From an optimization exercise on the open Yosys and OpenROAD flow, aimed at small area; shortcuts taken in it are not production practice. At most, simulation tests tie the RTL to the original design; equivalence was not proved. The RTL of runs 1 and 2 was laid out without a check of its function. Power and IR drop assume default switching activity.

<file path="design/flow/flow/run.sh">
#!/bin/bash
# Layout flow: the standard flow, except that the port buffers are the
# smallest buffer cell and clock tree synthesis uses larger sink clusters and
# no dummy loads. The flow's output goes to standard.log here; each step's
# log is kept in orfs/logs/ by the flow scripts.
set -o pipefail
bash standard.sh finish "BUFFER_PORTS_ARGS=-buffer_cell sky130_fd_sc_hd__buf_1" \
	"CTS_ARGS=-sink_clustering_enable -repair_clock_nets -buf_list sky130_fd_sc_hd__clkbuf_8 -dont_use_dummy_load -sink_clustering_size 20 -sink_clustering_max_diameter 80" \
	> standard.log 2>&1
</file>
<file path="design/flow/standard.sh">
#!/bin/bash
# synth_recipe.tcl (not shown) runs the flow's synth.tcl, then flattens the netlist and writes it again
# the make line also repeats each setting of config.mk as NAME=value (left out here)
make -C /OpenROAD-flow-scripts/flow DESIGN_CONFIG=/design/flow/config.mk WORK_HOME=/design/flow/orfs CLKGATE_MAP_FILE= SYNTH_SCRIPT=/design/flow/synth_recipe.tcl "${@:-finish}"
</file>
<file path="design/flow/config.mk">
export PLATFORM = sky130hd
export DESIGN_NAME = adventureTop
export DESIGN_NICKNAME = adventureTop
export VERILOG_FILES = /design/flow/design.v
export SDC_FILE = /design/flow/constraint.sdc
export NUM_CORES = 4
export LEC_CHECK = 0
export CAP_MARGIN = 0
export CORE_MARGIN = 2
export CORE_UTILIZATION = 66
export CTS_BUF_LIST = sky130_fd_sc_hd__clkbuf_8
export GPL_TIMING_DRIVEN = 0
export SETUP_SLACK_MARGIN = 0.08
export SLEW_MARGIN = 0
</file>
<file path="design/flow/constraint.sdc">
create_clock -name core_clock -period 5.0 [get_ports {turn}]
set_input_delay 1.0000 -clock core_clock [delete_from_list [all_inputs] [get_ports {turn}]]
set_output_delay 1.0000 -clock core_clock [all_outputs]
set_load 0.01 [all_outputs]
</file>
<file path="design/flow/design.v">
package adventurePkg;
	typedef logic [9:0] pixelX_t;
	typedef logic [8:0] pixelY_t;
	typedef logic [3:0] roomCoord_t;
	typedef struct packed {
		logic [2:0] red;
		logic [2:0] green;
		logic [1:0] blue;
	} color_t;
	typedef enum logic [1:0] {
		HELD_NONE   = 2'd0,
		HELD_YELLOW = 2'd1,
		HELD_BLACK  = 2'd2
	} heldKey_t;
	localparam int STEP_PERIOD  = 16;
	localparam int STEP_COUNT_W = $clog2(STEP_PERIOD);
	localparam pixelX_t X_MAX        = 10'd624;
	localparam pixelX_t X_MIN        = 10'd16;
	localparam pixelY_t Y_MAX        = 9'd470;
	localparam pixelY_t Y_MIN        = 9'd10;
	localparam pixelX_t ENTRY_LEFT   = 10'd20;
	localparam pixelX_t ENTRY_RIGHT  = 10'd619;
	localparam pixelY_t ENTRY_TOP    = 9'd14;
	localparam pixelY_t ENTRY_BOTTOM = 9'd466;
	localparam roomCoord_t ROOM_LIMIT = 4'd8;
	localparam int PUSH_BACK = 7;
	localparam pixelX_t START_X         = 10'd320;
	localparam pixelY_t START_Y         = 9'd380;
	localparam roomCoord_t START_ROOM_X = 4'd3;
	localparam roomCoord_t START_ROOM_Y = 4'd5;
	localparam int PLAYER_HALF = 9;
	localparam pixelX_t YELLOW_KEY_X         = 10'd128;
	localparam pixelY_t YELLOW_KEY_Y         = 9'd220;
	localparam roomCoord_t YELLOW_KEY_ROOM_X = 4'd3;
	localparam roomCoord_t YELLOW_KEY_ROOM_Y = 4'd5;
	localparam pixelX_t BLACK_KEY_X          = 10'd128;
	localparam pixelY_t BLACK_KEY_Y          = 9'd220;
	localparam roomCoord_t BLACK_KEY_ROOM_X  = 4'd4;
	localparam roomCoord_t BLACK_KEY_ROOM_Y  = 4'd7;
	localparam int KEY_W        = 32;
	localparam int KEY_H        = 8;
	localparam int KEY_ROW      = 4;     
	localparam int CARRY_OFFSET = 15;
	localparam pixelX_t GATE_X = 10'd304;
	localparam pixelY_t GATE_Y = 9'd280;
	localparam int GATE_BARS   = 4;
	localparam int GATE_PITCH  = 10;
	localparam int GATE_BAR_W  = 5;
	localparam int GATE_BAR_H  = 80;
	localparam roomCoord_t YELLOW_CASTLE_X = 4'd3;
	localparam roomCoord_t YELLOW_CASTLE_Y = 4'd5;
	localparam roomCoord_t BLACK_CASTLE_X  = 4'd1;
	localparam roomCoord_t BLACK_CASTLE_Y  = 4'd3;
	localparam pixelX_t UNLOCK_X_LO  = 10'd288;
	localparam pixelX_t UNLOCK_X_HI  = 10'd352;
	localparam pixelY_t UNLOCK_Y     = 9'd360;
	localparam pixelY_t GATE_BLOCK_Y = 9'd352;
	localparam color_t COLOR_YELLOW     = 8'hFC;
	localparam color_t COLOR_BLACK      = 8'h00;
	localparam color_t COLOR_MAZE       = 8'h27;
	localparam color_t COLOR_GREEN      = 8'h1C;
	localparam color_t COLOR_DEFAULT    = 8'hFF;
	localparam color_t COLOR_KEY_ROOM   = 8'hF0;
	localparam color_t COLOR_CHALICE    = 8'h87;
	localparam color_t COLOR_BLACK_YARD = 8'hCC;
	localparam color_t COLOR_LEFT_HALL  = 8'h78;
	localparam color_t COLOR_RIGHT_HALL = 8'h90;
endpackage
import adventurePkg::*;
module adventureTop (
	input  logic       turn,
	input  logic       rst,
	input  logic [3:0] buttons,
	input  adventurePkg::pixelX_t    pixelX,
	input  adventurePkg::pixelY_t    pixelY,
	input  logic       blank,
	input  adventurePkg::color_t     mapPixel,
	output adventurePkg::color_t     color,
	output adventurePkg::roomCoord_t roomX,
	output adventurePkg::roomCoord_t roomY,
	output adventurePkg::color_t     roomColor
);
	localparam int KX = -16;
	localparam int KY = -11;
	localparam int OX = 15 - KX;   
	localparam int QY = -KY;       
	logic [3:0] count;
	logic       step;
	logic       bump;
	logic [9:0] px_n, cx_n, ox_n;
	logic [8:0] py_n, cy_n, oy_n;
	logic       yU, bU;
	logic       jpF, jpS;   
	logic [1:0] held;
	logic [3:0] rc;      
	function automatic logic [9:0] add10(input logic [9:0] a, input logic [9:0] b);
		logic c;
		c = 1'b0;
		for (int i = 0; i < 10; i++) begin
			add10[i] = a[i] ^ b[i] ^ c;
			c = (a[i] & b[i]) | (a[i] & c) | (b[i] & c);
		end
	endfunction
	function automatic logic [8:0] add9(input logic [8:0] a, input logic [8:0] b);
		logic c;
		c = 1'b0;
		for (int i = 0; i < 9; i++) begin
			add9[i] = a[i] ^ b[i] ^ c;
			c = (a[i] & b[i]) | (a[i] & c) | (b[i] & c);
		end
	endfunction
	function automatic logic [6:0] add6(input logic [5:0] a, input logic [5:0] b);
		logic c;
		c = 1'b0;
		for (int i = 0; i < 6; i++) begin
			add6[i] = a[i] ^ b[i] ^ c;
			c = (a[i] & b[i]) | (a[i] & c) | (b[i] & c);
		end
		add6[6] = c;
	endfunction
	function automatic logic [5:0] add5(input logic [4:0] a, input logic [4:0] b);
		logic c;
		c = 1'b0;
		for (int i = 0; i < 5; i++) begin
			add5[i] = a[i] ^ b[i] ^ c;
			c = (a[i] & b[i]) | (a[i] & c) | (b[i] & c);
		end
		add5[5] = c;
	endfunction
	function automatic logic hz5(input logic [4:0] a, input logic [4:0] b, input logic cin);
		hz5 = ((a[0] ^ b[0]) == cin);
		for (int i = 1; i < 5; i++)
			hz5 = hz5 && ((a[i] ^ b[i]) == (a[i-1] | b[i-1]));
	endfunction
	function automatic logic hz4(input logic [3:0] a, input logic [3:0] b, input logic cin);
		hz4 = ((a[0] ^ b[0]) == cin);
		for (int i = 1; i < 4; i++)
			hz4 = hz4 && ((a[i] ^ b[i]) == (a[i-1] | b[i-1]));
	endfunction
	function automatic logic in10(input logic [9:0] v, input int lo, input int hi);
		logic [9:0] l, h;
		l = 10'(lo);
		h = 10'(hi);
		if (l <= h)
			in10 = v >= l && v <= h;
		else
			in10 = v >= l || v <= h;
	endfunction
	function automatic logic in9(input logic [8:0] v, input int lo, input int hi);
		logic [8:0] l, h;
		l = 9'(lo);
		h = 9'(hi);
		if (l <= h)
			in9 = v >= l && v <= h;
		else
			in9 = v >= l || v <= h;
	endfunction
	function automatic logic pxIn(input logic [9:0] v, input int lo, input int hi);
		pxIn = in10(v, -(hi + KX), -(lo + KX));
	endfunction
	function automatic logic pyIn(input logic [8:0] v, input int lo, input int hi);
		pyIn = in9(v, -(hi + KY), -(lo + KY));
	endfunction
	function automatic logic [9:0] pxRep(input int x);
		pxRep = 10'(-(x + KX));
	endfunction
	function automatic logic [8:0] pyRep(input int y);
		pyRep = 9'(-(y + KY));
	endfunction
	function automatic logic isR(input logic [3:0] v, input int k);
		if (k == 0)
			isR = !v[3] && v[2:0] == 3'd0;
		else if (k == 8)
			isR = v[3];
		else
			isR = v[2:0] == 3'(k);
	endfunction
	function automatic logic [3:0] incR(input logic [3:0] v);
		incR = {v[2] & v[1] & v[0], v[2] ^ (v[1] & v[0]), v[1] ^ v[0], !v[0]};
	endfunction
	function automatic logic [3:0] decR(input logic [3:0] v);
		decR = {1'b0, v[2] ^ (!v[1] & !v[0]), !(v[1] ^ v[0]), !v[0]};
	endfunction
	function automatic logic [3:0] roomCode(input logic [3:0] x, input logic [3:0] y);
		adventurePkg::color_t c;
		logic yLow;   
		yLow = !y[3] && !(y[2] && y[1]);
		if (isR(x, 3) && yLow)
			c = COLOR_YELLOW;
		else if (isR(x, 4) && isR(y, 7))
			c = COLOR_KEY_ROOM;
		else if (isR(x, 1) && isR(y, 1))
			c = COLOR_CHALICE;
		else if (isR(x, 1) && isR(y, 2))
			c = COLOR_BLACK_YARD;
		else if (isR(x, 1) && isR(y, 3))
			c = COLOR_BLACK;
		else if (isR(x, 1) || (isR(x, 2) && yLow))
			c = COLOR_MAZE;
		else if (isR(x, 2) && isR(y, 6))
			c = COLOR_LEFT_HALL;
		else if (isR(x, 3) && isR(y, 6))
			c = COLOR_GREEN;
		else if (isR(x, 4) && isR(y, 6))
			c = COLOR_RIGHT_HALL;
		else
			c = COLOR_DEFAULT;
		roomCode = {c[7], c[5], c[3], c[1]};
	endfunction
	assign roomColor[7] = rc[3];
	assign roomColor[5] = rc[2];
	assign roomColor[3] = rc[1];
	assign roomColor[1] = rc[0];
	assign roomColor[0] = rc[0];
	assign roomColor[2] = rc[0] | (rc[1] & (rc[3] | ~rc[2]));
	assign roomColor[4] = rc[2] ? (rc[3] | ~rc[0]) : ((rc[3] ^ rc[1]) & ~rc[0]);
	assign roomColor[6] = (rc[2] & (rc[3] | ~rc[0])) | (rc[3] & rc[1] & ~rc[0]);
	function automatic logic keyShape(input logic [5:0] e, input logic ez,
			input logic [4:0] f, input logic fz, input logic [9:0] kx, input logic [8:0] ky);
		logic top, mid, low;
		logic sA, sB, sC, sD, sE;
		sA = !in10(kx, OX + 23, OX + 32);   
		sB = !in10(kx, OX + 1, OX + 24);    
		sC = !in10(kx, OX + 29, OX + 32);   
		sD = !in10(kx, OX + 1, OX + 4);     
		sE = !in10(kx, OX + 9, OX + 12);    
		top = fz && f >= 5'(QY - 4) && f <= 5'(QY - 1) && !in9(ky, QY - 3, QY);
		mid = fz && f >= 5'(QY) && f <= 5'(QY + 3) && !in9(ky, QY + 1, QY + 4);
		low = fz && f >= 5'(QY + 4) && f <= 5'(QY + 7) && !in9(ky, QY + 5, QY + 8);
		keyShape = ez && ((top && sA && e >= 6'(OX + 22) && e <= 6'(OX + 32))
			|| (mid && ((sB && e >= 6'(OX) && e <= 6'(OX + 24)) || (sC && e >= 6'(OX + 28) && e <= 6'(OX + 32))))
			|| (low && ((sD && e >= 6'(OX) && e <= 6'(OX + 4)) || (sE && e >= 6'(OX + 8) && e <= 6'(OX + 12))
				|| (sA && e >= 6'(OX + 22) && e <= 6'(OX + 32)))));
	endfunction
	logic [6:0] ecX, eoX;
	logic [5:0] epX, epY, ecY, eoY;
	logic ecXz, eoXz, epXz, epYz, ecYz, eoYz;
	logic inYRoom, inBRoom, inBCastle;
	logic gateBar, gateShown, gateZone;
	logic shapeC, shapeO, shapeCar, shapeOth, yellowHit, blackHit, playerHit;
	assign epX = add5(pixelX[4:0], px_n[4:0]);   
	assign epXz = hz5(pixelX[9:5], px_n[9:5], epX[5]);
	assign epY = add5(pixelY[4:0], py_n[4:0]);   
	assign epYz = hz4(pixelY[8:5], py_n[8:5], epY[5]);
	assign ecX = add6(pixelX[5:0], cx_n[5:0]);
	assign ecXz = hz4(pixelX[9:6], cx_n[9:6], ecX[6]);
	assign ecY = add5(pixelY[4:0], cy_n[4:0]);
	assign ecYz = hz4(pixelY[8:5], cy_n[8:5], ecY[5]);
	assign eoX = add6(pixelX[5:0], ox_n[5:0]);
	assign eoXz = hz4(pixelX[9:6], ox_n[9:6], eoX[6]);
	assign eoY = add5(pixelY[4:0], oy_n[4:0]);
	assign eoYz = hz4(pixelY[8:5], oy_n[8:5], eoY[5]);
	assign inYRoom   = isR(roomX, 3) && isR(roomY, 5);
	assign inBRoom   = isR(roomX, 4) && isR(roomY, 7);
	assign inBCastle = isR(roomX, 1) && isR(roomY, 3);
	assign gateShown = (inYRoom && !yU) || (inBCastle && !bU);
	assign gateBar = ((pixelX[9:6] == 4'd4 && ((pixelX[5:0] >= 6'd48 && pixelX[5:0] <= 6'd52)
			|| (pixelX[5:0] >= 6'd58 && pixelX[5:0] <= 6'd62)))
		|| (pixelX[9:6] == 4'd5 && ((pixelX[5:0] >= 6'd4 && pixelX[5:0] <= 6'd8)
			|| (pixelX[5:0] >= 6'd14 && pixelX[5:0] <= 6'd18))))
		&& pixelY >= 9'd280 && pixelY <= 9'd360;
	assign shapeC = keyShape(ecX[5:0], ecXz, ecY[4:0], ecYz, cx_n, cy_n);
	assign shapeO = keyShape(eoX[5:0], eoXz, eoY[4:0], eoYz, ox_n, oy_n);
	assign shapeCar = jpF || jpS ? shapeO : shapeC;
	assign shapeOth = jpS ? shapeC : shapeO;
	assign yellowHit = !yU && (inYRoom || held == 2'd1) && (held == 2'd1 ? shapeCar : shapeOth);
	assign blackHit  = !bU && (inBRoom || held == 2'd2) && (held == 2'd2 ? shapeCar : shapeOth);
	assign playerHit = pxIn(px_n, 9, 1014) && epXz && epX[4:0] >= 5'(OX - 24) && epX[4:0] <= 5'(OX - 7)
		&& pyIn(py_n, 9, 502) && epYz && epY[4:0] >= 5'(QY - 9) && epY[4:0] <= 5'(QY + 8);
	assign gateZone = pxIn(px_n, 289, 1023) && pyIn(py_n, 0, 351);
	always_ff @(posedge turn) begin
		if (rst) begin
			color <= '0;
			bump <= 1'b0;
		end else if (blank) begin
			color <= '0;
		end else begin
			if (gateShown && gateBar)
				color <= COLOR_BLACK;
			else if (yellowHit)
				color <= COLOR_YELLOW;
			else if (blackHit)
				color <= COLOR_BLACK;
			else if (playerHit)
				color <= roomColor;
			else
				color <= mapPixel;
			if (playerHit) begin
				if (inYRoom && gateZone)
					bump <= !yU;
				else if (inBCastle && gateZone)
					bump <= !bU;
				else
					bump <= mapPixel == roomColor;
			end
		end
	end
	always_ff @(posedge turn) begin
		if (rst) begin
			count <= '0;
			step <= 1'b0;
		end else begin
			count <= count + 4'd1;
			step <= count == 4'd15;
		end
	end
	logic [9:0] nX;
	logic [8:0] nY;
	function automatic logic [9:0] move10(input logic [9:0] x, input logic mv, input logic neg,
			input logic big);
		logic down, c3, inc, dec, t, z;
		down = neg ^ big;
		c3 = down ? (x[2:0] != 3'd0) : (x[2:0] == 3'd7);
		inc = mv && !neg && c3;
		dec = mv && neg && !c3;
		move10[2:0] = !mv ? x[2:0] : down ? x[2:0] - 3'd1 : x[2:0] + 3'd1;
		t = 1'b1;
		z = 1'b1;
		for (int i = 3; i < 10; i++) begin
			move10[i] = x[i] ^ ((inc && t) || (dec && z));
			t = t && x[i];
			z = z && !x[i];
		end
	endfunction
	function automatic logic [8:0] move9(input logic [8:0] x, input logic mv, input logic neg,
			input logic big);
		logic down, c3, inc, dec, t, z;
		down = neg ^ big;
		c3 = down ? (x[2:0] != 3'd0) : (x[2:0] == 3'd7);
		inc = mv && !neg && c3;
		dec = mv && neg && !c3;
		move9[2:0] = !mv ? x[2:0] : down ? x[2:0] - 3'd1 : x[2:0] + 3'd1;
		t = 1'b1;
		z = 1'b1;
		for (int i = 3; i < 9; i++) begin
			move9[i] = x[i] ^ ((inc && t) || (dec && z));
			t = t && x[i];
			z = z && !x[i];
		end
	endfunction
	logic mvX, mvY, negX, negY;
	logic goR, goD, goU, goL;
	always_comb begin
		mvX = step && ((buttons[3] && pxIn(px_n, 17, 1023)) || (buttons[0] && pxIn(px_n, 0, 623)));
		negX = (buttons[3] && pxIn(px_n, 17, 1023)) ? bump : !bump;
		nX = move10(px_n, mvX, negX, bump);
		mvY = step && ((buttons[2] && pyIn(py_n, 11, 511)) || (buttons[1] && pyIn(py_n, 0, 469)));
		negY = (buttons[2] && pyIn(py_n, 11, 511)) ? bump : !bump;
		nY = move9(py_n, mvY, negY, bump);
		goR = step && pxIn(px_n, 624, 1023) && !isR(roomX, 8);
		goD = step && !goR && pyIn(py_n, 470, 511) && !isR(roomY, 8);
		goU = step && !goR && !goD && pyIn(py_n, 0, 10) && !isR(roomY, 0);
		goL = step && !goR && !goD && !goU && pxIn(px_n, 0, 16) && !isR(roomX, 0);
	end
	logic xUp, xDown, ySwap;
	always_comb begin
		xUp = (goR && !(isR(roomX, 1) && isR(roomY, 6))
				&& !(isR(roomX, 2) && (isR(roomY, 4) || isR(roomY, 5))))
			|| (goL && isR(roomX, 1) && (isR(roomY, 5) || isR(roomY, 6)));
		xDown = (goR && isR(roomX, 2) && (isR(roomY, 4) || isR(roomY, 5)))
			|| (goL && !(isR(roomX, 1) && (isR(roomY, 4) || isR(roomY, 5) || isR(roomY, 6))));
		ySwap = (goR && ((isR(roomX, 1) && isR(roomY, 6)) || (isR(roomX, 2) && isR(roomY, 4))))
			|| (goL && isR(roomX, 1) && (isR(roomY, 4) || isR(roomY, 6)));
	end
	always_ff @(posedge turn) begin
		if (rst) begin
			px_n <= pxRep(START_X);
			py_n <= pyRep(START_Y);
			roomX <= START_ROOM_X;
			roomY <= START_ROOM_Y;
			rc <= roomCode(START_ROOM_X, START_ROOM_Y);
		end else begin
			px_n <= goR ? pxRep(ENTRY_LEFT) : goL ? pxRep(ENTRY_RIGHT) : nX;
			py_n <= goD ? pyRep(ENTRY_TOP) : goU ? pyRep(ENTRY_BOTTOM) : nY;
			roomX <= xUp ? incR(roomX) : xDown ? decR(roomX) : roomX;
			roomY <= goD ? incR(roomY) : goU ? decR(roomY) : {roomY[3:2], roomY[1] ^ ySwap, roomY[0]};
			if (step)
				rc <= roomCode(roomX, roomY);
		end
	end
	logic onO, atUnlock, pickO, pick;
	logic [9:0] dkX;
	logic [8:0] dkY;
	assign dkX = add10(ox_n, ~px_n);
	assign dkY = add9(oy_n, ~py_n);
	assign onO = !pxIn(ox_n, 977, 1008) && in10(dkX, 15, 45)
		&& in9(oy_n, -503 - KY, -4 - KY) && in9(dkY, -4, 6);
	assign atUnlock = pxIn(px_n, 289, 351) && pyIn(py_n, 0, 359);
	assign pickO = onO && (held == 2'd1 ? (inBRoom && !bU)
		: held == 2'd2 ? (inYRoom && !yU) : (inYRoom || inBRoom));
	always_ff @(posedge turn)
		pick <= pickO;
	always_ff @(posedge turn) begin
		if (step) begin
			cx_n <= px_n;
			cy_n <= py_n;
		end
	end
	always_ff @(posedge turn) begin
		if (rst) begin
			ox_n <= pxRep(YELLOW_KEY_X - 15);
			oy_n <= pyRep(YELLOW_KEY_Y);
			yU <= 1'b0;
			bU <= 1'b0;
			held <= 2'd0;
			jpF <= 1'b0;
			jpS <= 1'b0;
		end else if (step) begin
			jpF <= pick && held == 2'd0;
			jpS <= pick && held != 2'd0;
			if (jpS) begin
				ox_n <= cx_n;
				oy_n <= cy_n;
			end
			if (held == 2'd0) begin
				if (pick)
					held <= inYRoom ? 2'd1 : 2'd2;
			end else begin
				if (pick)
					held <= ~held;
				if (held == 2'd1 && inYRoom && atUnlock)
					yU <= 1'b1;
				if (held == 2'd2 && inBCastle && atUnlock)
					bU <= 1'b1;
			end
		end
	end
endmodule
</file>
==> results of run 1 <==
==> timing repair <==
action                                  in CTS  in global routing
gates cloned                                 0                  0
hold endpoints to repair                     0                  0
endpoints found under the setup margin       9                  9
gates resized for setup                      6                 29
pin swaps                                    1                 10
buffers inserted                             0                  3
==> metal layers <==
layer  up-vias  wire [um]  global-route usage [%]
met5         -          0                       0
met4         0       1008                   16.46
met3        74       2068                   7.676
met2       382      10490                   57.60
met1      3393       9060                   47.76
li1       3290          -                       -
==> path summary, 6_finish.rpt <==
path              cells after the start                 start  slack (ns)                end
setup / recovery                     16  py_n[0]$_SDFFE_PP1P_        0.17       pick$_DFF_P_
hold reg to reg                       0    py_n[5]$_SDFF_PP0_        0.43  cy_n[5]$_DFFE_PP_
setup reg to reg                     16  py_n[0]$_SDFFE_PP1P_        0.17       pick$_DFF_P_
hold / removal                        0    py_n[5]$_SDFF_PP0_        0.43  cy_n[5]$_DFFE_PP_
==> final cells by class <==
| class | count | area, um^2 | share of cell area (%) |
|---|---|---|---|
| clock buffer | 9 | 123.9 | 1.499 |
| timing repair buffer | 60 | 241.5 | 2.922 |
| tap | 143 | 178.9 | 2.165 |
| inverter | 93 | 349.1 | 4.223 |
| multi-input combinational | 660 | 5194 | 62.84 |
| buffer | 38 | 182.7 | 2.210 |
| sequential | 90 | 1996 | 24.14 |
==> report_power, final <==
| part | switching, uW | internal (uW) | leakage (uW) |
|---|---|---|---|
| Sequential | 2.15 | 741 | 0.000764 |
| Clock | 243 | 162 | 0.0000647 |
| Combinational | 118 | 80.2 | 0.00235 |
| Total | 363 | 983 | 0.00318 |
==> cell usage after synthesis, drive strengths merged (6+ instances only) <==
library cell / n / area, um^2
nor3: 27 / 135.1
xor2: 17 / 148.9
edfxtp: 19 / 570.6
o211ai: 10 / 75.07
nand4: 11 / 68.82
a31oi: 8 / 65.06
xnor2: 48 / 420.4
nor4: 12 / 90.09
inv: 92 / 345.3
o311ai: 7 / 61.31
a211oi: 10 / 80.07
and3: 6 / 37.54
or4: 9 / 71.32
a21oi: 53 / 269.0
ha: 41 / 513.0
nand2: 67 / 251.5
buf: 10 / 63.81
clkbuf: 28 / 106.4
dfxtp: 71 / 1421
o31ai: 6 / 45.04
nand3: 27 / 140.1
mux2i: 15 / 150.1
o2111ai: 7 / 67.56
or3: 6 / 42.54
nand3b: 12 / 90.09
nor2b: 11 / 68.82
a211o: 11 / 96.34
o22ai: 10 / 68.81
nand2b: 9 / 56.30
nor2: 62 / 240.2
fa: 43 / 860.8
o21ai: 33 / 168.9
==> metrics by stage <==
| step | setup WS, ns | cell area [um^2] | setup TNS [ns] | util (%) |
|---|---|---|---|---|
| floorplan | 0.2748 | 7621 | 0 | - |
| global placement | -0.3912 | 8014 | -3.080 | 70.79 |
| detailed placement | -0.4129 | 8014 | -3.521 | 70.79 |
| CTS | 0.02785 | 8145 | 0 | 71.95 |
| global route | 0.08078 | 8265 | 0 | 73.01 |
| finish | 0.1654 | 8265 | 0 | 73.01 |
==> worst register-to-register path, stage by stage (launching register included) <==
cell       delay, ns
dfxtp_4         0.36
buf_6           0.12
inv_2           0.08
ha_1            0.21
inv_1           0.06
fa_1            0.15
inv_1           0.06
fa_2            0.35
fa_2            0.35
fa_1            0.38
fa_1            0.39
fa_2            0.35
fa_1            0.49
or4_4           0.57
nor4_4          0.32
a41oi_2         0.09
a2111oi_0       0.39
==> registers in the layout (all words and copies together) (netlist names) <==
signal	flops
bU	1
bump	1
color	8
count	4
cx_n	10
cy_n	9
held	2
jpF	1
jpS	1
ox_n	10
oy_n	9
pick	1
px_n	10
py_n	9
rc	4
roomX	4
roomY	4
step	1
yU	1
==> logic make-up (layout without fill, tap and decap cells) <==
| group | count (synthesis) | in the layout | synth area share, % |
|---|---|---|---|
| XOR/XNOR | 65 | 65 | 7.470 |
| buffers and inverters | 131 | 200 | 6.813 |
| adder cells (fa/ha/maj) | 85 | 85 | 18.16 |
| AND/OR/NAND/NOR | 287 | 287 | 19.95 |
| multiplexers | 15 | 15 | 1.970 |
| AO/OA/AOI/OAI | 208 | 208 | 19.50 |
| flip-flops | 90 | 90 | 26.14 |
==> flow_summary.ini, run 1 <==
[outcome]
run_status = timing/DRC/antenna clean

[sta]
clock.fmax_ghz = 0.2068
hold_ws_ns = 0.4312
fin_skew_ns = 0.01854
max_slew_margin_pct = 31.81
final-max-slew-violation-count = 0
layout_min_cycle_time_ns = 4.835
timing.final.setup_violations = 0
tightest_slew_ns = 1.021
finalHoldViolCount = 0
post-route-period-util_pct = 96.69
grt_setup_unrepaired = no

[finish]
fillers = 892
antenna_cells_inserted = 0
final_common_cell = inv_1
post_layout_nonfiller_instances = 1093
drive_gt1_share_pct = 7.053
areaGrowthSynthToFinish_pct = 8.455
mostFrequentLayoutCells = 90 x inv_1, 70 x dfxtp_1, 67 x nand2_1, 60 x nor2_1, 56 x buf_1
fin_nets = 1070

[placement]
dp.final_hpwl_um = 17800
place.port_buffers = 57
dpl.cell_count = 1081
gp_congestion = 0.9924

[global_route]
grt_first_pass_wirelength_um = 35320
gr-usage-all-layers_pct = 36.18
grt-ovfl-total = 0
largest_net_degree_at_the_start_of_global_routing = 21
antenna_violations_before_repair = 0
grt_pass1_vias = 6862

[setup_path]
slowest_delay_ns = 0.57
arrival_ns = 5.10
worst_path_dominant_cell_family = adder cells
crit_path_frequent_cell = fa_1
cpMaxStageDelayCell = or4_4
critical_path.cell_chain = buf_6 > inv_2 > ha_1 > inv_1 > fa_1 > inv_1 > fa_2 > fa_2 > fa_1 > fa_1 > fa_2 > fa_1 > or4_4 > nor4_4 > a41oi_2 > a2111oi_0
req_time_crit_path_ns = 5.26
path_max_fanout = 8
setup.worst_path.start_class = flop
critPathKind = reg -> reg
buffers_and_inverters_on_the_worst_path = 4
end_kind = flop

[drt]
drt_first_iter_violations = 753
drtAntennaViolNets = 0
detailedRoute.firstPassIterationCount = 5
routed-via-count = 7139
detail_route.drc_violations = 0
wl_um = 22630
detail_route.vias_per_cell = 6.532
routedWlPerCell_um = 20.70

[clocking]
cts_hold_repair.buffers = 0
ctsHtreeMaxLevel = 3
clock_sink_count = 90
clock_insertion_delay_worst_skew_ns = 0.38
clkTransAtPathRegs_ns = 0.09
numCtsBuffers = 9
clock_tree.root_cell = clkbuf_8
cts_max_path_buffers = 2
cts_tree = done

[floorplan]
die_width_um = 111.5
num_io_pins = 58
die_area_um2 = 12420
floorplan_core_area_um2 = 11320
row_count = 39
initial_core_util_pct = 67.32
die_height_um = 111.5

[synth]
synthesized_instance_count = 881
netlist_area_um2 = 7621
ys.flop_type = dfxtp_1
number_of_enable_type_register_cells_in_the_synthesized_netlist = 19
number_of_storage_elements_in_the_synthesis_netlist = 90
synth_warnings = 1
synth-async-reset-ratio_pct = 0
mean_area_per_synthesized_cell_um2 = 8.650
synth_nets = 999
synth.yosys.seq_area_share_pct = 26.14
distinct_cells_synth = 89

[min_path]
min-delay-path-class = reg -> reg

[flow_run]
maxCapViolations = 0

[power]
p_leak_uw = 0.003180
max_vdd_drop_mv = 0.1283
power_per_cell_area_nw_per_um2 = 162.9
power_uw = 1347
==> run 2: changes to the inputs <==
--- a/design/flow/design.v
+++ b/design/flow/design.v
@@ -81,7 +81,7 @@
 	output adventurePkg::color_t     roomColor
 );
 	localparam int KX = -16;
-	localparam int KY = -11;
+	localparam int KY = -20;
 	localparam int OX = 15 - KX;   
 	localparam int QY = -KY;       
 	logic [3:0] count;
@@ -128,32 +128,75 @@
 		add5[5] = c;
 	endfunction
 	function automatic logic hz5(input logic [4:0] a, input logic [4:0] b, input logic cin);
-		hz5 = ((a[0] ^ b[0]) == cin);
-		for (int i = 1; i < 5; i++)
-			hz5 = hz5 && ((a[i] ^ b[i]) == (a[i-1] | b[i-1]));
+		logic [4:0] s;
+		logic neg, pb;
+		s = a ^ b;
+		neg = 1'b1;
+		pb = 1'b0;
+		for (int i = 0; i < 5; i++) begin
+			neg = neg && (s[i] == pb);
+			pb = pb || b[i];
+		end
+		hz5 = cin ? &s : neg;
 	endfunction
 	function automatic logic hz4(input logic [3:0] a, input logic [3:0] b, input logic cin);
-		hz4 = ((a[0] ^ b[0]) == cin);
-		for (int i = 1; i < 4; i++)
-			hz4 = hz4 && ((a[i] ^ b[i]) == (a[i-1] | b[i-1]));
+		logic [3:0] s;
+		logic neg, pb;
+		s = a ^ b;
+		neg = 1'b1;
+		pb = 1'b0;
+		for (int i = 0; i < 4; i++) begin
+			neg = neg && (s[i] == pb);
+			pb = pb || b[i];
+		end
+		hz4 = cin ? &s : neg;
+	endfunction
+	function automatic logic geK(input logic [9:0] v, input logic [9:0] c);
+		logic gt, eq;
+		gt = 1'b0;
+		eq = 1'b1;
+		for (int i = 9; i >= 0; i--) begin
+			if (c[i]) begin
+				eq = eq && v[i];
+			end else begin
+				gt = gt || (eq && v[i]);
+			end
+		end
+		geK = gt || eq;
+	endfunction
+	function automatic logic leK(input logic [9:0] v, input logic [9:0] c);
+		logic lt, eq;
+		lt = 1'b0;
+		eq = 1'b1;
+		for (int i = 9; i >= 0; i--) begin
+			if (c[i]) begin
+				lt = lt || (eq && !v[i]);
+			end else begin
+				eq = eq && !v[i];
+			end
+		end
+		leK = lt || eq;
+	endfunction
+	function automatic logic inK(input logic [9:0] v, input int lo, input int hi);
+		inK = geK(v, 10'(lo)) && leK(v, 10'(hi));
 	endfunction
 	function automatic logic in10(input logic [9:0] v, input int lo, input int hi);
 		logic [9:0] l, h;
 		l = 10'(lo);
 		h = 10'(hi);
 		if (l <= h)
-			in10 = v >= l && v <= h;
+			in10 = geK(v, l) && leK(v, h);
 		else
-			in10 = v >= l || v <= h;
+			in10 = geK(v, l) || leK(v, h);
 	endfunction
 	function automatic logic in9(input logic [8:0] v, input int lo, input int hi);
 		logic [8:0] l, h;
 		l = 9'(lo);
 		h = 9'(hi);
 		if (l <= h)
-			in9 = v >= l && v <= h;
+			in9 = geK({1'b0, v}, {1'b0, l}) && leK({1'b0, v}, {1'b0, h});
 		else
-			in9 = v >= l || v <= h;
+			in9 = geK({1'b0, v}, {1'b0, l}) || leK({1'b0, v}, {1'b0, h});
 	endfunction
 	function automatic logic pxIn(input logic [9:0] v, input int lo, input int hi);
 		pxIn = in10(v, -(hi + KX), -(lo + KX));
@@ -224,13 +267,13 @@
 		sC = !in10(kx, OX + 29, OX + 32);   
 		sD = !in10(kx, OX + 1, OX + 4);     
 		sE = !in10(kx, OX + 9, OX + 12);    
-		top = fz && f >= 5'(QY - 4) && f <= 5'(QY - 1) && !in9(ky, QY - 3, QY);
-		mid = fz && f >= 5'(QY) && f <= 5'(QY + 3) && !in9(ky, QY + 1, QY + 4);
-		low = fz && f >= 5'(QY + 4) && f <= 5'(QY + 7) && !in9(ky, QY + 5, QY + 8);
-		keyShape = ez && ((top && sA && e >= 6'(OX + 22) && e <= 6'(OX + 32))
-			|| (mid && ((sB && e >= 6'(OX) && e <= 6'(OX + 24)) || (sC && e >= 6'(OX + 28) && e <= 6'(OX + 32))))
-			|| (low && ((sD && e >= 6'(OX) && e <= 6'(OX + 4)) || (sE && e >= 6'(OX + 8) && e <= 6'(OX + 12))
-				|| (sA && e >= 6'(OX + 22) && e <= 6'(OX + 32)))));
+		top = fz && inK(10'(f), QY - 4, QY - 1) && !in9(ky, QY - 3, QY);
+		mid = fz && inK(10'(f), QY, QY + 3) && !in9(ky, QY + 1, QY + 4);
+		low = fz && inK(10'(f), QY + 4, QY + 7) && !in9(ky, QY + 5, QY + 8);
+		keyShape = ez && ((top && sA && inK(10'(e), OX + 22, OX + 32))
+			|| (mid && ((sB && inK(10'(e), OX, OX + 24)) || (sC && inK(10'(e), OX + 28, OX + 32))))
+			|| (low && ((sD && inK(10'(e), OX, OX + 4)) || (sE && inK(10'(e), OX + 8, OX + 12))
+				|| (sA && inK(10'(e), OX + 22, OX + 32)))));
 	endfunction
 	logic [6:0] ecX, eoX;
 	logic [5:0] epX, epY, ecY, eoY;
@@ -254,19 +297,19 @@
 	assign inBRoom   = isR(roomX, 4) && isR(roomY, 7);
 	assign inBCastle = isR(roomX, 1) && isR(roomY, 3);
 	assign gateShown = (inYRoom && !yU) || (inBCastle && !bU);
-	assign gateBar = ((pixelX[9:6] == 4'd4 && ((pixelX[5:0] >= 6'd48 && pixelX[5:0] <= 6'd52)
-			|| (pixelX[5:0] >= 6'd58 && pixelX[5:0] <= 6'd62)))
-		|| (pixelX[9:6] == 4'd5 && ((pixelX[5:0] >= 6'd4 && pixelX[5:0] <= 6'd8)
-			|| (pixelX[5:0] >= 6'd14 && pixelX[5:0] <= 6'd18))))
-		&& pixelY >= 9'd280 && pixelY <= 9'd360;
+	assign gateBar = ((pixelX[9:6] == 4'd4 && ((inK(10'(pixelX[5:0]), 48, 52))
+			|| (inK(10'(pixelX[5:0]), 58, 62))))
+		|| (pixelX[9:6] == 4'd5 && ((inK(10'(pixelX[5:0]), 4, 8))
+			|| (inK(10'(pixelX[5:0]), 14, 18)))))
+		&& inK(10'(pixelY), 280, 360);
 	assign shapeC = keyShape(ecX[5:0], ecXz, ecY[4:0], ecYz, cx_n, cy_n);
 	assign shapeO = keyShape(eoX[5:0], eoXz, eoY[4:0], eoYz, ox_n, oy_n);
 	assign shapeCar = jpF || jpS ? shapeO : shapeC;
 	assign shapeOth = jpS ? shapeC : shapeO;
 	assign yellowHit = !yU && (inYRoom || held == 2'd1) && (held == 2'd1 ? shapeCar : shapeOth);
 	assign blackHit  = !bU && (inBRoom || held == 2'd2) && (held == 2'd2 ? shapeCar : shapeOth);
-	assign playerHit = pxIn(px_n, 9, 1014) && epXz && epX[4:0] >= 5'(OX - 24) && epX[4:0] <= 5'(OX - 7)
-		&& pyIn(py_n, 9, 502) && epYz && epY[4:0] >= 5'(QY - 9) && epY[4:0] <= 5'(QY + 8);
+	assign playerHit = pxIn(px_n, 9, 1014) && epXz && inK(10'(epX[4:0]), OX - 24, OX - 7)
+		&& pyIn(py_n, 9, 502) && epYz && inK(10'(epY[4:0]), QY - 9, QY + 8);
 	assign gateZone = pxIn(px_n, 289, 1023) && pyIn(py_n, 0, 351);
 	always_ff @(posedge turn) begin
 		if (rst) begin
==> run 2 against run 1 <==
Effect of this change: wire length is 4.1% lower; register-to-register slack better by 0.25 ns; still clean; clock power is 1% higher; synthesized cell count is 0.68% higher; critical path depth stayed put; sequential cell count stayed put; clock-buffer cell count stayed put; cell area is 2.2% lower.
==> flow_summary.ini, run 2 <==
[flow_run]
maxCapViolations = 0

[finish]
fin_nets = 1051
postLayoutCellArea_um2 = 8083
areaGrowthSynthToFinish_pct = 8.353
mostFrequentLayoutCells = 81 x nand2_1, 75 x nor2_1, 70 x dfxtp_1, 65 x inv_1, 52 x a21oi_1
final_common_cell = nand2_1
biggestRegsByFlops = cx_n: 10 flops, ox_n: 10 flops, px_n: 10 flops
drive_gt1_share_pct = 7.053
antenna_cells_inserted = 0
post_layout_nonfiller_instances = 1090

[floorplan]
die_area_um2 = 12170
die_width_um = 110.3
num_io_pins = 58
initial_core_util_pct = 68.22
die_height_um = 110.3
row_count = 38
floorplan_core_area_um2 = 10940

[synth]
synth.top_cells.by_area = dfxtp_1 19%, fa_1 12%, edfxtp_1 7.6%
synth.yosys.seq_area_share_pct = 26.70
synth_warnings = 1
distinct_cells_synth = 76
yosysMostFrequentCell = nand2_1
synth-async-reset-ratio_pct = 0
number_of_enable_type_register_cells_in_the_synthesized_netlist = 19
number_of_storage_elements_in_the_synthesis_netlist = 90
synthesized_instance_count = 887
mean_area_per_synthesized_cell_um2 = 8.410
synth_largest_type_area_fraction_pct = 19.05
synth_nets = 986
netlist.top_cell.by_area = dfxtp_1
yosys-top-cells-count = 81 x nand2_1, 75 x nor2_1, 71 x dfxtp_1, 65 x inv_1, 52 x a21oi_1
ys.flop_type = dfxtp_1
netlist_area_um2 = 7460

[min_path]
min-delay-path-class = reg -> reg

[sta]
finalWorstSetupSlack_ns = 0.1630
hold_ws_ns = 0.4313
fin_skew_ns = 0.02343
layout_min_cycle_time_ns = 4.837
final-max-slew-violation-count = 0
finalHoldViolCount = 0
tightest_slew_ns = 1.026
clock.fmax_ghz = 0.2067
max_slew_margin_pct = 31.48
timing.final.setup_violations = 0
post-route-period-util_pct = 96.74
grt_setup_unrepaired = no

[global_route]
antenna_violations_before_repair = 0
gr-usage-all-layers_pct = 35.83
grt_first_pass_wirelength_um = 32830
largest_net_degree_at_the_start_of_global_routing = 21
grt-ovfl-total = 0
grt_pass1_vias = 6771

[setup_path]
crit_path_frequent_cell = fa_2
buffers_and_inverters_on_the_worst_path = 2
arrival_ns = 5.13
critical_path.cell_chain = clkbuf_4 > ha_2 > fa_1 > inv_1 > fa_2 > fa_2 > fa_2 > fa_2 > nand2b_1 > a211oi_1 > nor4_1 > nor4_1 > a2111o_1 > a32o_2 > a211o_1 > nor3_1
critPathKind = in -> reg
path_max_fanout = 7
end_kind = flop
worst_path_dominant_cell_family = adder cells
cpMaxStageDelayCell = fa_2
setup.worst_path.start_class = primary input
req_time_crit_path_ns = 5.29
slowest_delay_ns = 0.55

[placement]
cell_area_after_placement_um2 = 7830
placement.setup.worst_slack_ns = -0.8472
dpl.cell_count = 1079
dp.final_hpwl_um = 16700
place.port_buffers = 52
gp_congestion = 0.9367

[drt]
wl_um = 21690
routed-via-count = 7262
detail_route.drc_violations = 0
detail_route.vias_per_cell = 6.662
drtAntennaViolNets = 0
detailedRoute.firstPassIterationCount = 6
drt_first_iter_violations = 993
routedWlPerCell_um = 19.90

[power]
max_vdd_drop_mv = 0.1695
power.internal_uw = 979.0
combPwrFrac_pct = 14.7
p_leak_uw = 0.003005
sequential_share_of_power_pct = 55.0
power_uw = 1356
switchingPower_uw = 377.4
power_per_cell_area_nw_per_um2 = 167.8
pwr-share-clk_pct = 30.3
sw_share_pct = 27.82

[clocking]
clock_sink_count = 90
ctsHtreeMaxLevel = 3
cts_tree = done
numCtsBuffers = 9
clock_tree.root_cell = clkbuf_8
clock_insertion_delay_worst_skew_ns = 0.39
clkTransAtPathRegs_ns = 0.08
cts_max_path_buffers = 2

[outcome]
run_status = timing/DRC/antenna clean
==> run 2: logic make-up after synthesis <==
family / Yosys count / synth area share [%]
AND/OR/NAND/NOR: 330 / 22.64
flip-flops: 90 / 26.70
multiplexers: 21 / 2.835
adder cells (fa/ha/maj): 65 / 15.23
buffers and inverters: 110 / 6.122
XOR/XNOR: 59 / 6.927
AO/OA/AOI/OAI: 212 / 19.54
==> run 2: power groups by stage <==
stage / combinational (uW) / clock (uW) / sequential (uW)
after floorplan: 123 / 0 / 764
after global placement: 173 / 0 / 762
after detailed placement: 183 / 0 / 763
after CTS: 187 / 409 / 746
after global routing: 216 / 427 / 747
final: 200 / 410 / 746
==> run 2: layout make-up <==
cell class	count	area, um^2
tap	140	175.2
sequential	90	1993
inverter	67	251.5
buffer	43	205.2
clock buffer	9	123.9
fill	878	2853
multi-input combinational	687	5119
timing repair buffer	54	215.2
==> run 2: worst paths after layout <==
| kind | end | startpoint | depth (start not counted) | slack (ns) |
|---|---|---|---|---|
| setup / recovery | color[1]$_SDFF_PP0_ | pixelX[0] | 16 | 0.16 |
| hold / removal | cx_n[9]$_DFFE_PP_ | px_n[9]$_SDFF_PP1_ | 0 | 0.43 |
| setup reg to reg | pick$_DFF_P_ | py_n[0]$_SDFFE_PP0P_ | 16 | 0.42 |
| hold reg to reg | cx_n[9]$_DFFE_PP_ | px_n[9]$_SDFF_PP1_ | 0 | 0.43 |
==> run 2: per-stage QoR <==
stage               TNS (ns)  utilization, %
detailed placement    -6.453           71.60
global route               0           73.91
CTS                        0           73.15
global placement      -5.608           71.60
finish                     0           73.91
floorplan                  0               -
==> run 2: routing by layer <==
| layer | track usage (%) | wire length (um) | vias up |
|---|---|---|---|
| met5 | 0 | 0 | - |
| met2 | 59.55 | 10240 | 397 |
| met1 | 45.00 | 8699 | 3481 |
| met3 | 4.938 | 1795 | 82 |
| li1 | - | - | 3302 |
| met4 | 19.73 | 957 | 0 |
==> run 2: what timing repair did <==
action | CTS | global route
resized for setup | 10 | 20
pin swaps | 4 | 12
endpoints found under the hold margin | 0 | 0
hold buffers | 0 | 0
setup buffers | 1 | 1
setup endpoints to repair | 8 | 9
cloned | 0 | 0
==> run 3: changes to the inputs <==
--- a/design/flow/design.v
+++ b/design/flow/design.v
@@ -128,28 +128,14 @@
 		add5[5] = c;
 	endfunction
 	function automatic logic hz5(input logic [4:0] a, input logic [4:0] b, input logic cin);
-		logic [4:0] s;
-		logic neg, pb;
-		s = a ^ b;
-		neg = 1'b1;
-		pb = 1'b0;
-		for (int i = 0; i < 5; i++) begin
-			neg = neg && (s[i] == pb);
-			pb = pb || b[i];
-		end
-		hz5 = cin ? &s : neg;
+		hz5 = ((a[0] ^ b[0]) == cin);
+		for (int i = 1; i < 5; i++)
+			hz5 = hz5 && ((a[i] ^ b[i]) == (a[i-1] | b[i-1]));
 	endfunction
 	function automatic logic hz4(input logic [3:0] a, input logic [3:0] b, input logic cin);
-		logic [3:0] s;
-		logic neg, pb;
-		s = a ^ b;
-		neg = 1'b1;
-		pb = 1'b0;
-		for (int i = 0; i < 4; i++) begin
-			neg = neg && (s[i] == pb);
-			pb = pb || b[i];
-		end
-		hz4 = cin ? &s : neg;
+		hz4 = ((a[0] ^ b[0]) == cin);
+		for (int i = 1; i < 4; i++)
+			hz4 = hz4 && ((a[i] ^ b[i]) == (a[i-1] | b[i-1]));
 	endfunction
 	function automatic logic geK(input logic [9:0] v, input logic [9:0] c);
 		logic gt, eq;
--- a/design/flow/config.mk
+++ b/design/flow/config.mk
@@ -10,5 +10,5 @@
 export CORE_UTILIZATION = 66
 export CTS_BUF_LIST = sky130_fd_sc_hd__clkbuf_8
 export GPL_TIMING_DRIVEN = 0
-export SETUP_SLACK_MARGIN = 0.08
+export SETUP_SLACK_MARGIN = 0.03
 export SLEW_MARGIN = 0
==> run 3 against run 2 <==
Effect of this change: cell area decreased by 1.2%; sequential cell count unchanged; non-clock buffer count fell by 8; sequential share of layout area increased by 0.29 points; critical path type unchanged; hold slack gained 0.0035 ns; fmax shrank 0.55%; largest cell class unchanged.
==> flow_summary.ini, run 3 <==
[clocking]
ctsHtreeMaxLevel = 3
numCtsBuffers = 9
clock_sink_count = 90
cts_hold_repair.buffers = 0
clock_insertion_delay_worst_skew_ns = 0.38
cts_tree = done
clkTransAtPathRegs_ns = 0.08
cts_max_path_buffers = 2
clock_tree.root_cell = clkbuf_8

[synth]
synth-async-reset-ratio_pct = 0
yosys-top-cells-count = 84 x inv_1, 71 x dfxtp_1, 66 x nor2_1, 61 x nand2_1
synth.yosys.seq_area_share_pct = 27.20
number_of_storage_elements_in_the_synthesis_netlist = 90
ys.flop_type = dfxtp_1
synth_nets = 971
mean_area_per_synthesized_cell_um2 = 8.584
netlist.top_cell.by_area = dfxtp_1
synth_largest_type_area_fraction_pct = 19.41
netlist_area_um2 = 7322
synth.top_cells.by_area = dfxtp_1 19%, fa_1 12%, edfxtp_1 7.8%
yosysMostFrequentCell = inv_1
synth_warnings = 1
number_of_enable_type_register_cells_in_the_synthesized_netlist = 19
synthesized_instance_count = 853
distinct_cells_synth = 66

[placement]
place.port_buffers = 57
dp.final_hpwl_um = 16370
gp_congestion = 1.027
cell_area_after_placement_um2 = 7711

[setup_path]
arrival_ns = 5.08
worstReg2RegEnd = pick$_DFF_P_
buffers_and_inverters_on_the_worst_path = 3
r2r_slack_ns = 0.17
path_max_fanout = 8
cpMaxStageDelayCell = fa_2
end_kind = flop
slowest_delay_ns = 0.59
req_time_crit_path_ns = 5.22
setup.worst_path.start_class = primary input
worst_path_dominant_cell_family = adder cells
ff2ff_path_depth = 16
regToRegStartpoint = py_n[0]$_SDFFE_PP0P_
crit_path_frequent_cell = fa_1
critPathKind = in -> reg
critical_path.cell_chain = clkbuf_4 > ha_1 > fa_1 > inv_1 > fa_1 > fa_1 > fa_2 > fa_2 > nand4b_1 > o22ai_1 > a211oi_1 > o211ai_1 > nor4b_2 > a41oi_2 > o211ai_1 > buf_4 > o21ai_0

[sta]
max_slew_margin_pct = 24.47
post-route-period-util_pct = 97.28
layout_min_cycle_time_ns = 4.864
timing.final.setup_violations = 0
grt_setup_unrepaired = no
fin_skew_ns = 0.01858
final-max-slew-violation-count = 0
finalHoldViolCount = 0
tightest_slew_ns = 1.131
clock.fmax_ghz = 0.2056

[power]
combPwrFrac_pct = 13.9
sequential_share_of_power_pct = 55.5
power.internal_uw = 978.5
switchingPower_uw = 361.7
sw_share_pct = 26.99
p_leak_uw = 0.002958
pwr-share-clk_pct = 30.6
max_vdd_drop_mv = 0.1707
power_per_cell_area_nw_per_um2 = 167.9

[drt]
detailedRoute.firstPassIterationCount = 6
drt_first_iter_violations = 683
wl_um = 21210
routedWlPerCell_um = 19.92
routed-via-count = 6879
drtAntennaViolNets = 0
detail_route.drc_violations = 0
detail_route.vias_per_cell = 6.459

[global_route]
grt-ovfl-total = 0
grt_pass1_vias = 6509
antenna_violations_before_repair = 1
gr-usage-all-layers_pct = 36.33
largest_net_degree_at_the_start_of_global_routing = 23
grt_first_pass_wirelength_um = 32890

[finish]
areaGrowthSynthToFinish_pct = 9.040
final_core_utilization_pct = 73.65
biggestRegsByFlops = cx_n: 10 flops, ox_n: 10 flops, px_n: 10 flops
mostFrequentLayoutCells = 84 x inv_1, 71 x dfxtp_1, 66 x nor2_1, 61 x nand2_1, 54 x buf_1
register_area_um2 = 1992
multi_input_area_um2 = 5004
drive_gt1_share_pct = 5.514
postLayoutCellArea_um2 = 7984
fin_nets = 1045
antenna_cells_inserted = 0
fillers = 864
final_common_cell = inv_1

[floorplan]
row_count = 38
die_width_um = 109.3
floorplan_core_area_um2 = 10840
initial_core_util_pct = 67.54
num_io_pins = 58
die_height_um = 109.3
die_area_um2 = 11950

[outcome]
run_status = timing/DRC/antenna clean

[min_path]
number_of_instances_on_the_worst_hold_path = 0
worstHoldStart = px_n[9]$_SDFF_PP1_
timing.hold.worst_endpoint = cx_n[9]$_DFFE_PP_
min-delay-path-class = reg -> reg

[flow_run]
maxCapViolations = 0
-- run 3: changes by cell type in the layout (fill, tap and decap cells not counted), moves of 8 or more --
| cell | before | now |
|---|---|---|
| nor3_1 | 39 | 23 |
| nor2_1 | 75 | 66 |
| inv_1 | 65 | 84 |
| o211ai_1 | 24 | 7 |
| a211o_1 | 3 | 13 |
| ha_1 | 21 | 40 |
| nand2_1 | 81 | 61 |
| xnor2_1 | 34 | 49 |
| nand2b_1 | 9 | 17 |
| o21ai_0 | 25 | 43 |
| xor2_1 | 25 | 16 |
-- run 3: logic make-up after synthesis --
| kind of cell | count (synthesis) | synth area share [%] |
|---|---|---|
| and+or+nand+nor | 280 | 19.69 |
| adders and majority gates | 84 | 18.76 |
| buffers and inverters | 111 | 5.776 |
| AOI/OAI and AO/OA | 209 | 18.85 |
| xor gates and xnor gates | 65 | 7.775 |
| DFF | 90 | 27.20 |
| muxes | 14 | 1.948 |
-- run 3: per-layer routing --
metal	share of wire, %	GRT usage, %
met5	0	0
met3	7.8	4.979
met4	4.0	16.37
met2	47	59.30
met1	42	48.15
-- run 3: worst register-to-register path: cells and delay by family (launching register included) --
| family | cells | cell delay, ns |
|---|---|---|
| xor gates and xnor gates | 2 | 0.33 |
| AOI/OAI and AO/OA | 1 | 0.15 |
| and+or+nand+nor | 2 | 0.61 |
| DFF | 1 | 0.54 |
| adders and majority gates | 8 | 2.71 |
| buffers and inverters | 3 | 0.35 |
-- run 3: worst max path at each step --
stage	cells after the start	start	slack (ns)	endpoint
final	17	pixelX[0]	0.14	color[3]$_SDFF_PP0_
after global routing	17	pixelX[0]	0.01	color[3]$_SDFF_PP0_
after CTS	19	pixelX[0]	0.07	color[3]$_SDFF_PP0_
after detailed placement	15	pixelX[0]	-0.85	color[3]$_SDFF_PP0_
after global placement	15	pixelX[0]	-0.74	color[3]$_SDFF_PP0_
after floorplan	14	pixelX[0]	0.04	color[2]$_SDFF_PP0_
-- run 3: through the flow --
| step | hold slack [ns] | cells | total power [uW] | setup WS (ns) | setup TNS, ns |
|---|---|---|---|---|---|
| global route | 0.4517 | 1065 | 1375 | 0.01411 | 0 |
| detailed placement | 0.4136 | 1050 | 926.3 | -0.8492 | -6.535 |
| floorplan | 0.4029 | 853 | 869.7 | 0.03688 | 0 |
| global placement | 0.4085 | 1050 | 919.8 | -0.7381 | -5.614 |
| finish | 0.4348 | 1065 | 1340 | 0.1362 | 0 |
| CTS | 0.4338 | 1063 | 1325 | 0.06645 | 0 |
-- run 3: power groups by stage --
stage | Sequential [uW] | Clock [uW] | Combinational, uW
2_1_floorplan | 762 | 0 | 108
3_3_place_gp | 760 | 0 | 160
3_5_place_dp | 761 | 0 | 166
4_1_cts | 744 | 407 | 174
5_1_grt | 744 | 429 | 202
6_report | 744 | 410 | 186
-- run 3: area by class of cell --
cell class,count,share of cell area (%)
multi-input cells,652,62.67
flip-flops and latches,90,24.95
inverters,85,3.996
repair buffers,63,3.322
well taps,140,2.194
clock buffers,9,1.551
plain buffers,26,1.316
-- run 3: what timing repair did --
action                                  CTS  global route
setup buffers                             4             2
resized for setup                         9            17
endpoints found under the setup margin    8             9
gates cloned                              0             0
pin swaps                                 5             8
==> run 4: changes to the inputs <==
--- a/design/flow/config.mk
+++ b/design/flow/config.mk
@@ -9,6 +9,7 @@
 export CORE_MARGIN = 2
 export CORE_UTILIZATION = 66
 export CTS_BUF_LIST = sky130_fd_sc_hd__clkbuf_8
+export GPL_ROUTABILITY_DRIVEN = 0
 export GPL_TIMING_DRIVEN = 0
-export SETUP_SLACK_MARGIN = 0.03
+export SETUP_SLACK_MARGIN = 0.08
 export SLEW_MARGIN = 0
==> run 4 against run 3 <==
Effect of this change: core utilization down 0.32 points; setup slack gained 0.022 ns; hold slack lost 0.0051 ns; sequential share of layout area increased by 0.11 points; clock power fell by 1%; global-route usage is 0.30 points higher; total power down 0.85%.
==> flow_summary.ini, run 4 <==
[outcome]
run_status = timing/DRC/antenna clean

[drt]
detailedRoute.firstPassIterationCount = 5
drt_first_iter_violations = 731
route.met2.wl_um = 9537
met3_length_um = 2118
detail_route.vias_per_cell = 6.530
detail_route.drc_violations = 0
routedWlPerCell_um = 19.71
drtAntennaViolNets = 0
maxUsedRoutingLayer = met4
routed-via-count = 6954
wirelength_met1_um = 8481
wl_um = 21000

[sta]
fin_skew_ns = 0.01492
finalHoldViolCount = 0
grt_setup_unrepaired = no
finalWorstSetupSlack_ns = 0.1581
setup-tns-final_ns = 0
hold_ws_ns = 0.4297
post-route-period-util_pct = 96.84
final-max-slew-violation-count = 0
timing.final.setup_violations = 0
clock.fmax_ghz = 0.2065
max_slew_margin_pct = 16.01
layout_min_cycle_time_ns = 4.842
tightest_slew_ns = 1.258

[synth]
synthesized_instance_count = 853
synth_nets = 971
mean_area_per_synthesized_cell_um2 = 8.584
synth_largest_type_area_fraction_pct = 19.41
number_of_enable_type_register_cells_in_the_synthesized_netlist = 19
synth-async-reset-ratio_pct = 0
synth.top_cells.by_area = dfxtp_1 19%, fa_1 12%, edfxtp_1 7.8%
yosysMostFrequentCell = inv_1
ys.flop_type = dfxtp_1
netlist_area_um2 = 7322
distinct_cells_synth = 66
synth_warnings = 1
yosys-top-cells-count = 84 x inv_1, 71 x dfxtp_1, 66 x nor2_1, 61 x nand2_1
number_of_storage_elements_in_the_synthesis_netlist = 90
synth.yosys.seq_area_share_pct = 27.20
netlist.top_cell.by_area = dfxtp_1

[floorplan]
initial_core_util_pct = 67.54
num_io_pins = 58
row_count = 38
die_area_um2 = 11950
die_width_um = 109.3
die_height_um = 109.3
floorplan_core_area_um2 = 10840

[min_path]
min-delay-path-class = reg -> reg

[finish]
register_area_um2 = 1992
final_common_cell = inv_1
mostFrequentLayoutCells = 84 x inv_1, 71 x dfxtp_1, 66 x nor2_1, 61 x nand2_1, 54 x buf_1
post_layout_nonfiller_instances = 1065
biggestRegsByFlops = cx_n: 10 flops, ox_n: 10 flops, px_n: 10 flops
drive_gt1_share_pct = 4.973
multi_input_area_um2 = 4969
fillers = 859
antenna_cells_inserted = 0
fin_nets = 1045
areaGrowthSynthToFinish_pct = 8.561

[setup_path]
path_max_fanout = 8
critPathKind = in -> reg
setup.worst_path.start_class = primary input
end_kind = flop
req_time_crit_path_ns = 5.23
arrival_ns = 5.07

[global_route]
grt_pass1_vias = 6469
grt_first_pass_wirelength_um = 33010
largest_net_degree_at_the_start_of_global_routing = 23
antenna_violations_before_repair = 0
grt-ovfl-total = 0
gr-usage-all-layers_pct = 36.62

[clocking]
numCtsBuffers = 9
clkTransAtPathRegs_ns = 0.08
clock_tree.root_cell = clkbuf_8
clock_insertion_delay_worst_skew_ns = 0.38
cts_tree = done
clock_sink_count = 90
ctsHtreeMaxLevel = 3
cts_max_path_buffers = 2

[power]
p_leak_uw = 0.002954
power_uw = 1329
power_per_cell_area_nw_per_um2 = 167.2
max_vdd_drop_mv = 0.1644

[placement]
dp.final_hpwl_um = 16530
dpl.cell_count = 1050
place.port_buffers = 57
placement.setup.worst_slack_ns = -0.7521

[flow_run]
maxCapViolations = 0
[run 4: worst paths after layout]
path                                      startpoint             endpoint  slack, ns  cells after the start
worst max-delay path                       pixelX[0]  color[4]$_SDFF_PP0_       0.16                     18
worst min-delay path              py_n[8]$_SDFF_PP0_    cy_n[8]$_DFFE_PP_       0.43                      0
worst max register to register  py_n[0]$_SDFFE_PP0P_         pick$_DFF_P_       0.26                     16
worst min register to register    py_n[8]$_SDFF_PP0_    cy_n[8]$_DFFE_PP_       0.43                      0
[run 4: routing by layer]
metal / vias up / GRT usage (%)
li1: 3195 / -
met1: 3297 / 49.39
met2: 393 / 57.54
met3: 69 / 6.402
met4: 0 / 16.91
met5: - / 0
[run 4: critical path: stages]
cell       delay, ns
buf_4           0.13
ha_2            0.18
fa_1            0.16
inv_1           0.05
fa_1            0.37
fa_2            0.34
fa_1            0.38
fa_1            0.48
or2_2           0.31
a21oi_1         0.29
o2111ai_1       0.20
a311oi_2        0.29
buf_4           0.18
and4_1          0.23
o21ai_0         0.10
o211ai_1        0.10
buf_4           0.18
o21ai_0         0.11
[run 4: kinds of logic after synthesis]
kind of cell,synth area share [%]
muxes,1.948
and+or+nand+nor,19.69
xor gates and xnor gates,7.775
DFF,27.20
buffers and inverters,5.776
AOI/OAI and AO/OA,18.85
adders and majority gates,18.76
[run 4: metrics by stage]
step	utilization [%]	cell area, um^2
floorplan	-	7328
global placement	71.19	7717
detailed placement	71.19	7717
CTS	72.78	7890
global route	73.33	7949
finish	73.33	7949
[run 4: power breakdown]
group,leakage [uW],switching [uW],internal [uW]
logic,0.00212,106,72.7
registers,0.000765,2.01,742
clock network,0.0000647,245,162
[run 4: repair_timing]
action | in CTS | in global routing
gates cloned | 0 | 0
setup buffers | 4 | 2
hold buffers | 0 | 0
pin swaps | 6 | 10
endpoints found under the setup margin | 8 | 10
resized for setup | 6 | 14
[run 4: final cells by class]
cell class | count | area share (%)
buffer | 26 | 1.322
multi-input combinational | 652 | 62.51
tap | 140 | 2.204
clock buffer | 9 | 1.558
inverter | 85 | 4.014
timing repair buffer | 63 | 3.337
sequential | 90 | 25.06
==> run 5: changes to the inputs <==
--- a/design/flow/config.mk
+++ b/design/flow/config.mk
@@ -9,7 +9,6 @@
 export CORE_MARGIN = 2
 export CORE_UTILIZATION = 66
 export CTS_BUF_LIST = sky130_fd_sc_hd__clkbuf_8
-export GPL_ROUTABILITY_DRIVEN = 0
-export GPL_TIMING_DRIVEN = 0
+export GPL_TIMING_DRIVEN = 1
 export SETUP_SLACK_MARGIN = 0.08
 export SLEW_MARGIN = 0
==> run 5 against run 4 <==
Effect of this change: wire length shrank 2.3%; non-clock buffer count shrank 15; still clean on timing, DRC and antenna; synthesized area is the same; clock power shrank 2%; first-iteration DRC count shrank 5.2%; critical path type unchanged; critical path depth is the same; critical endpoint is now color[2]$_SDFF_PP0_; highest routed layer unchanged; sequential cell count is the same; fmax grew 0.87%; sequential share of layout area shrank 0.067 points.
==> flow_summary.ini, run 5 <==
[setup_path]
path_max_fanout = 6
crit_path_frequent_cell = fa_2
buffers_and_inverters_on_the_worst_path = 4
end_kind = flop
crit_start = pixelX[0]
ff2ff_path_depth = 16
critical_path.endpoint = color[2]$_SDFF_PP0_
critical_path.cell_chain = buf_1 > buf_4 > ha_1 > fa_1 > inv_1 > fa_2 > fa_2 > fa_2 > fa_2 > nand4b_1 > o22ai_1 > a211oi_1 > o211ai_1 > buf_4 > nand4_1 > a211oi_2 > o211ai_1 > o21ai_1
worst_path_dominant_cell_family = adder cells
regToRegStartpoint = ox_n[0]$_SDFFE_PP1P_
r2r_slack_ns = 0.56
critical_path_depth = 18
req_time_crit_path_ns = 5.29
critPathKind = in -> reg
slowest_delay_ns = 0.60
setup.worst_path.start_class = primary input
cpMaxStageDelayCell = fa_2
arrival_ns = 5.09
worstReg2RegEnd = color[6]$_SDFF_PP0_

[floorplan]
initial_core_util_pct = 67.54
die_width_um = 109.3
row_count = 38
die_area_um2 = 11950
num_io_pins = 58
floorplan_core_area_um2 = 10840
die_height_um = 109.3

[synth]
number_of_storage_elements_in_the_synthesis_netlist = 90
synth_largest_type_area_fraction_pct = 19.41
mean_area_per_synthesized_cell_um2 = 8.584
netlist_area_um2 = 7322
synth_nets = 971
number_of_enable_type_register_cells_in_the_synthesized_netlist = 19
synth.yosys.seq_area_share_pct = 27.20
ys.flop_type = dfxtp_1
yosys-top-cells-count = 84 x inv_1, 71 x dfxtp_1, 66 x nor2_1, 61 x nand2_1
synth_warnings = 1
netlist.top_cell.by_area = dfxtp_1
synth-async-reset-ratio_pct = 0
synthesized_instance_count = 853
distinct_cells_synth = 66
yosysMostFrequentCell = inv_1
synth.top_cells.by_area = dfxtp_1 19%, fa_1 12%, edfxtp_1 7.8%

[drt]
detailedRoute.firstPassIterationCount = 7
detail_route.vias_per_cell = 6.448
drt_first_iter_violations = 693
routed-via-count = 6770
drtAntennaViolNets = 0
wl_um = 20510
detail_route.drc_violations = 0
routedWlPerCell_um = 19.53

[power]
power.internal_uw = 981.3
sw_share_pct = 26.02
sequential_share_of_power_pct = 56.1
switchingPower_uw = 345.1
power_per_cell_area_nw_per_um2 = 166.4
p_leak_uw = 0.002967
pwr-share-clk_pct = 30.0
max_vdd_drop_mv = 0.1942
combPwrFrac_pct = 13.9

[finish]
drive_gt1_share_pct = 6.484
biggestRegsByFlops = cx_n: 10 flops, ox_n: 10 flops, px_n: 10 flops
multi_input_area_um2 = 5017
mostFrequentLayoutCells = 84 x inv_1, 71 x dfxtp_1, 66 x nor2_1, 61 x nand2_1, 56 x buf_1
final_common_cell = inv_1
fillers = 844
antenna_cells_inserted = 0
register_area_um2 = 1992
fin_nets = 1030
post_layout_nonfiller_instances = 1050
areaGrowthSynthToFinish_pct = 8.852

[sta]
clock.fmax_ghz = 0.2083
fin_skew_ns = 0.02754
final-max-slew-violation-count = 0
grt_setup_unrepaired = no
tightest_slew_ns = 1.007
timing.final.setup_violations = 0
finalHoldViolCount = 0
layout_min_cycle_time_ns = 4.800
finalWorstSetupSlack_ns = 0.1998
post-route-period-util_pct = 96.00
max_slew_margin_pct = 32.60

[clocking]
numCtsBuffers = 9
clkTransAtPathRegs_ns = 0.09
clock_tree.root_cell = clkbuf_8
cts_max_path_buffers = 2
cts_tree = done
clock_insertion_delay_worst_skew_ns = 0.38
clock_sink_count = 90
ctsHtreeMaxLevel = 3

[placement]
place.port_buffers = 57
dp.final_hpwl_um = 16120
dpl.cell_count = 1037
placement.setup.worst_slack_ns = -0.4007
gp_congestion = 0.9776

[global_route]
largest_net_degree_at_the_start_of_global_routing = 42
antenna_violations_before_repair = 0
grt_pass1_vias = 6365
grt_first_pass_wirelength_um = 32440
gr-usage-all-layers_pct = 35.98
grt-ovfl-total = 0

[outcome]
run_status = timing/DRC/antenna clean

[flow_run]
maxCapViolations = 0

[min_path]
min-delay-path-class = reg -> reg
[run 5: cell counts after synthesis]
No cell type changed its count.
[run 5: power groups by stage]
stage          combinational [uW]  sequential [uW]  clock [uW]
6_report                      184              744         398
2_1_floorplan                 109              762           0
5_1_grt                       201              744         428
3_3_place_gp                  161              760           0
3_5_place_dp                  167              761           0
4_1_cts                       169              744         410
[run 5: per-stage QoR]
step	power (uW)	utilization [%]	hold WS [ns]	TNS [ns]	cell area [um^2]
finish	1326	73.52	0.4630	0	7970
global route	1373	73.52	0.4894	0	7970
CTS	1322	72.41	0.4702	0	7850
detailed placement	927.3	71.20	0.4484	-2.720	7719
global placement	921.0	71.20	0.4268	-1.348	7719
floorplan	870.3	-	0.4029	0	7328
[run 5: how the worst min path moves through the flow]
| stage | start | endpoint | slack, ns | depth (start not counted) |
|---|---|---|---|---|
| 2_1_floorplan | py_n[3]$_SDFF_PP1_ | cy_n[3]$_DFFE_PP_ | 0.40 | 0 |
| 3_3_place_gp | count[0]$_SDFF_PP0_ | count[0]$_SDFF_PP0_ | 0.43 | 1 |
| 3_5_place_dp | count[0]$_SDFF_PP0_ | count[0]$_SDFF_PP0_ | 0.45 | 1 |
| 4_1_cts | count[0]$_SDFF_PP0_ | count[0]$_SDFF_PP0_ | 0.47 | 1 |
| 5_1_grt | count[0]$_SDFF_PP0_ | count[0]$_SDFF_PP0_ | 0.49 | 1 |
| 6_report | count[0]$_SDFF_PP0_ | count[0]$_SDFF_PP0_ | 0.46 | 1 |
[run 5: cell families (layout without fill, tap and decap cells)]
family | after synthesis | count (layout) | share of synthesized area, %
AO/OA/AOI/OAI | 209 | 209 | 18.85
XOR/XNOR | 65 | 65 | 7.775
adder cells (fa/ha/maj) | 84 | 84 | 18.76
buffers and inverters | 111 | 168 | 5.776
flip-flops | 90 | 90 | 27.20
multiplexers | 14 | 14 | 1.948
AND/OR/NAND/NOR | 280 | 280 | 19.69
[run 5: per-layer routing]
metal  part of all wire, %  wire length (um)  global-route usage, %  vias to the layer above
li1                      -                 -                      -                     3158
met1                    42              8681                  50.15                     3228
met2                    46              9493                  55.47                      332
met3                   8.1              1653                  6.283                       52
met4                   3.3               682                  15.10                        0
met5                     0                 0                      0                        -
[run 5: repair_timing]
item	in CTS	in global routing
setup endpoints to repair	6	8
resized for setup	0	24
hold buffers	0	0
pin swaps	1	7
hold endpoints to repair	0	0
gates cloned	0	0
buffers inserted	1	3
[run 5: cell type report]
class                           instances  share of cell area, %
Multi-Input combinational cell        652                  62.95
Sequential cell                        90                  24.99
Timing Repair Buffer                   74                  4.301
Clock buffer                            9                  1.554
Inverter                               85                  4.003
Tap cell                              140                  2.198
[run 5: worst reg2reg max path, cell delays in order, from the launching register on]
cell,delay (ns)
dfxtp_1,0.43
ha_2,0.21
fa_1,0.16
inv_1,0.06
fa_1,0.38
fa_2,0.35
fa_2,0.35
fa_1,0.51
or4b_4,0.50
o22ai_4,0.19
a21oi_1,0.09
o211ai_1,0.28
buf_4,0.17
a41oi_1,0.13
o211ai_1,0.22
buf_4,0.17
o21ai_0,0.10

Re-timed with assumed drivers on the ports (clkbuf_16 on the clock, buf_2 on other inputs), run 5 has 0.214 ns of setup slack against 0.200 ns with ideal ports, and -0.190 ns once port delays also move by the mid clock arrival of 0.404 ns.
